This is an optimization exercise on Yosys and OpenROAD, whose aim is small area, not a production implementation. RTL that was checked went through simulation tests only; none was proved equivalent to the original. Power figures rest on the tool's default switching activity, not on a simulated workload.

// spectrum_peak_finder
module spectrum_peak_finder (
  input  logic        clk,
  input  logic        rst,
  input  logic [4:0]  curr_nfft,
  input  logic [15:0] s_re,
  input  logic [15:0] s_im,
  input  logic        s_valid,
  input  logic        s_last,
  output logic        s_ready,
  output logic [9:0]  max_index,
  output logic [31:0] max_mag,
  output logic        max_valid,
  output logic        frame_err
);
Size in the first run: roughly 1,000 cells after synthesis.
export LEC_CHECK = 0
export CAP_MARGIN = 20
export CORE_MARGIN = 2
export CORE_UTILIZATION = 60
export GPL_TIMING_DRIVEN = 0
export SLEW_MARGIN = 20
export SYNTH_HIERARCHICAL = 1
export SYNTH_MINIMUM_KEEP_SIZE = 0
create_clock -name core_clock -period 7.5 [get_ports {clk}]
standard.sh (not shown) runs the stock make flow with config.mk's settings and CLKGATE_MAP_FILE= SYNTH_SCRIPT=/design/flow/synth_recipe.tcl, a recipe that flattens the netlist after the stock synthesis.
==> flow/flow/run.sh <==
#!/bin/bash
# Own layout flow: the standard layout (standard.sh, which also runs the
# standard synthesis) with these changes:
#  - after synthesis, the synthesis buffers are removed and flow/downsize.tcl swaps each combinational cell to the
#    smallest drive strength of its family (repair steps upsize as needed);
#  - the port buffers that buffer_ports inserts are sky130_fd_sc_hd__buf_1
#    (every input and output port still gets its own buffer);
#  - clock tree synthesis builds the tree from clkbuf_4 without dummy loads.
# Each tool's output goes to a log of its own in this folder (standard_synth.log,
# downsize.log, standard_flow.log); ORFS also keeps per-step logs in orfs/logs/.
set -euo pipefail
export BUFFER_PORTS_ARGS="-buffer_cell sky130_fd_sc_hd__buf_1"
export CTS_ARGS="-sink_clustering_enable -repair_clock_nets -dont_use_dummy_load -buf_list sky130_fd_sc_hd__clkbuf_4 -sink_clustering_size 10"
bash standard.sh synth > standard_synth.log 2>&1
R=orfs/results/$FLOW_PLATFORM/spectrum_peak_finder/base
cat > downsize_run.tcl <<EOT
read_liberty $FLOW_HOME/platforms/$FLOW_PLATFORM/lib/sky130_fd_sc_hd__tt_025C_1v80.lib
read_db $R/1_synth.odb
remove_buffers
source flow/downsize.tcl
write_db $R/1_synth.odb
EOT
openroad -no_init -exit downsize_run.tcl > downsize.log 2>&1
bash standard.sh > standard_flow.log 2>&1
Other scripts of this flow, unchanged in this note and not shown: flow/flow/downsize.tcl
The baseline finished clean.
Change:
--- a/flow/design.v
+++ b/flow/design.v
@@ -8,54 +8,56 @@
   input  logic [15:0] s_re,
   input  logic [15:0] s_im,
   input  logic        s_valid,
   input  logic        s_last,
   output logic        s_ready,
   output logic [9:0]  max_index,
   output logic [31:0] max_mag,
   output logic        max_valid,
   output logic        frame_err
 );
   logic [2:0]  st_q;
   logic        run_q, pub_now;
+  logic [1:0]  ne_q;        
   logic [2:0]  nm_q;        
   logic [9:0]  cnt_q;       
   logic        err_q;       
   logic        v_q;         
   logic [31:0] mag_qn;      
   logic [31:0] best_mag;
   logic [8:0]  best_idx;
   logic [8:0]  max_idx_q;
   logic        beat, first_beat, is_last, frame_end, in_win, upd, busy;
   logic [9:0]  bin_k;
-  logic [2:0]  nm_new;
+  logic [1:0]  ne_new;
   logic [31:0] mag_an, mag_bn, mag_n;
   assign busy       = st_q[2];
   assign run_q      = st_q[0];
   assign pub_now    = st_q[2] && st_q[1] && !st_q[0];    
   assign s_ready    = !busy && !rst;
   assign beat       = s_valid && s_ready;
   assign first_beat = beat && !run_q;
   assign bin_k      = run_q ? cnt_q + 10'd1 : 10'd0;
+  assign nm_q    = {&ne_q, ne_q[1], |ne_q};
   assign is_last = run_q && (cnt_q == {nm_q, 7'b1111110});
   assign in_win  = run_q && (cnt_q[9] == 1'b0) && !(cnt_q[8] && !nm_q[2]) &&
                    !(cnt_q[7] && !nm_q[1]) && !(cnt_q[6] && !nm_q[0]) &&
                    (cnt_q[8:0] != {nm_q, 6'b111111});
   assign frame_end = beat && (s_last || is_last);
   always_comb begin
     case (curr_nfft)
-      5'd7:    nm_new = 3'b000;
-      5'd8:    nm_new = 3'b001;
-      5'd9:    nm_new = 3'b011;
-      default: nm_new = 3'b111;
+      5'd7:    ne_new = 2'd0;
+      5'd8:    ne_new = 2'd1;
+      5'd9:    ne_new = 2'd2;
+      default: ne_new = 2'd3;
     endcase
   end
   logic ren1;
   logic ren2;
   logic ren3;
   logic ren4;
   logic ren5;
   logic ren6;
   logic ren7;
   logic ren8;
   logic ren9;
   logic ren10;
@@ -1315,25 +1317,25 @@
       st_q <= 3'b000;
     end else begin
       st_q[2] <= st_q[2] ? !(st_q[1] && st_q[0]) : frame_end;
       st_q[1] <= st_q[2] && (st_q[1] ^ st_q[0]);
       st_q[0] <= st_q[2] ? !st_q[0] : (beat ? !frame_end : st_q[0]);
     end
   end
   always_ff @(posedge clk) begin
     if (beat) begin
       cnt_q <= bin_k;
       err_q <= s_last ^ is_last;
     end
-    if (first_beat) nm_q <= nm_new;
+    if (first_beat) ne_q <= ne_new;
     v_q   <= beat && in_win;
     mag_qn <= mag_n;
     best_mag  <= best_mag_d;
     best_idx  <= best_idx_d;
     max_mag   <= max_mag_d;
     max_idx_q <= max_idx_d;
     frame_err <= frame_err_d;
   end
   logic [31:0] best_mag_d, max_mag_d;
   logic [8:0]  best_idx_d, max_idx_d;
   logic        frame_err_d;
   for (genvar i = 0; i < 32; i++) begin : g_mag
@@ -1588,28 +1590,40 @@
   assign y = a | b;
 endmodule
 module spf_inv (input logic a, output logic y);
   assign y = ~a;
 endmodule
 module spf_xor2 (input logic a, input logic b, output logic y);
   assign y = a ^ b;
 endmodule
 module spf_xnor2 (input logic a, input logic b, output logic y);
   assign y = ~(a ^ b);
 endmodule
 module spf_cmp (input logic [31:0] an, input logic [31:0] b, output logic gt);
-  logic [4:0] cc;
-  assign cc[0] = 1'b0;
-  spf_cmpk u_c0 (.an(an[7:0]), .b(b[7:0]), .ci(cc[0]), .co(cc[1]));
-  spf_cmpk u_c1 (.an(an[15:8]), .b(b[15:8]), .ci(cc[1]), .co(cc[2]));
-  spf_cmpk u_c2 (.an(an[23:16]), .b(b[23:16]), .ci(cc[2]), .co(cc[3]));
-  spf_cmpk u_c3 (.an(an[31:24]), .b(b[31:24]), .ci(cc[3]), .co(cc[4]));
-  assign gt = cc[4];
+  logic [8:0] cn;
+  assign cn[0] = 1'b1;
+  spf_or2 u_m0 (.a(an[0]), .b(b[0]), .y(cn[1]));
+  spf_maj3 u_m1 (.a(an[1]), .b(b[1]), .c(cn[1]), .y(cn[2]));
+  spf_maj3 u_m2 (.a(an[2]), .b(b[2]), .c(cn[2]), .y(cn[3]));
+  spf_maj3 u_m3 (.a(an[3]), .b(b[3]), .c(cn[3]), .y(cn[4]));
+  spf_maj3 u_m4 (.a(an[4]), .b(b[4]), .c(cn[4]), .y(cn[5]));
+  spf_maj3 u_m5 (.a(an[5]), .b(b[5]), .c(cn[5]), .y(cn[6]));
+  spf_maj3 u_m6 (.a(an[6]), .b(b[6]), .c(cn[6]), .y(cn[7]));
+  spf_maj3 u_m7 (.a(an[7]), .b(b[7]), .c(cn[7]), .y(cn[8]));
+  logic [3:0] cc;
+  spf_inv u_ci (.a(cn[8]), .y(cc[0]));
+  spf_cmpk u_c0 (.an(an[15:8]), .b(b[15:8]), .ci(cc[0]), .co(cc[1]));
+  spf_cmpk u_c1 (.an(an[23:16]), .b(b[23:16]), .ci(cc[1]), .co(cc[2]));
+  spf_cmpk u_c2 (.an(an[31:24]), .b(b[31:24]), .ci(cc[2]), .co(cc[3]));
+  assign gt = cc[3];
+endmodule
+module spf_maj3 (input logic a, input logic b, input logic c, output logic y);
+  assign y = (a & b) | (c & (a | b));
 endmodule
 module spf_cmpk (input logic [7:0] an, input logic [7:0] b, input logic ci, output logic co);
   logic [8:0] c;
   assign c[0] = ci;
   for (genvar i = 0; i < 8; i++) begin : g_b
     assign c[i+1] = (~an[i] & ~b[i]) | ((~an[i] | ~b[i]) & c[i]);
   end
   assign co = c[8];
 endmodule
The new run completed with no timing, DRC or antenna violations.
Routed wire length rises by 2.4%.
Die area falls by 0.52%.
Global-route usage rises by 0.27 points.
Cell count falls by 0.59%.
Synthesized area falls by 0.53%.
Worst hold slack gets worse by 0.011 ns.
Combinational power stays flat.
Sequential share of layout area falls by 0.12 points.
Setup slack gets worse by 0.22 ns.
Final area falls by 0.57%.
First-iteration DRC count rises by 0.46%.
No functional check of the RTL was part of the first run of this note.

-- afterwards: timing with drivers on the ports --
The results above use ideal ports. As a check the final layouts listed here were re-extracted and re-timed, cells and wires unchanged.
Step 1, drivers: a clkbuf_16 drives clk and a buf_2 each remaining input, both assumed.
Step 2, shift: input delay + t, output delay - t, t = (earliest + latest rising clock arrival at the registers) / 2. This alone moves slack from input paths to output paths.
Slacks: no drivers / after step 1 / after step 2; pairs: no drivers / after step 1.
run | t (ns) | slack for setup (ns) | worst hold slack (ns) | slew at the worst register clock pin (ns)
the first run | 0.526 | 0.599 / 0.607 / 0.081 | 0.452 / 0.452 / 0.452 | 0.12 / 0.12
the second run | 0.527 | 0.381 / 0.389 / -0.138 | 0.441 / 0.441 / 0.441 | 0.12 / 0.12
Met with ideal ports but missed after step 2: setup timing in the second run. The setup slack of the second run, which loses most, moves by +0.008 ns with the drivers and by -0.519 ns with both steps.
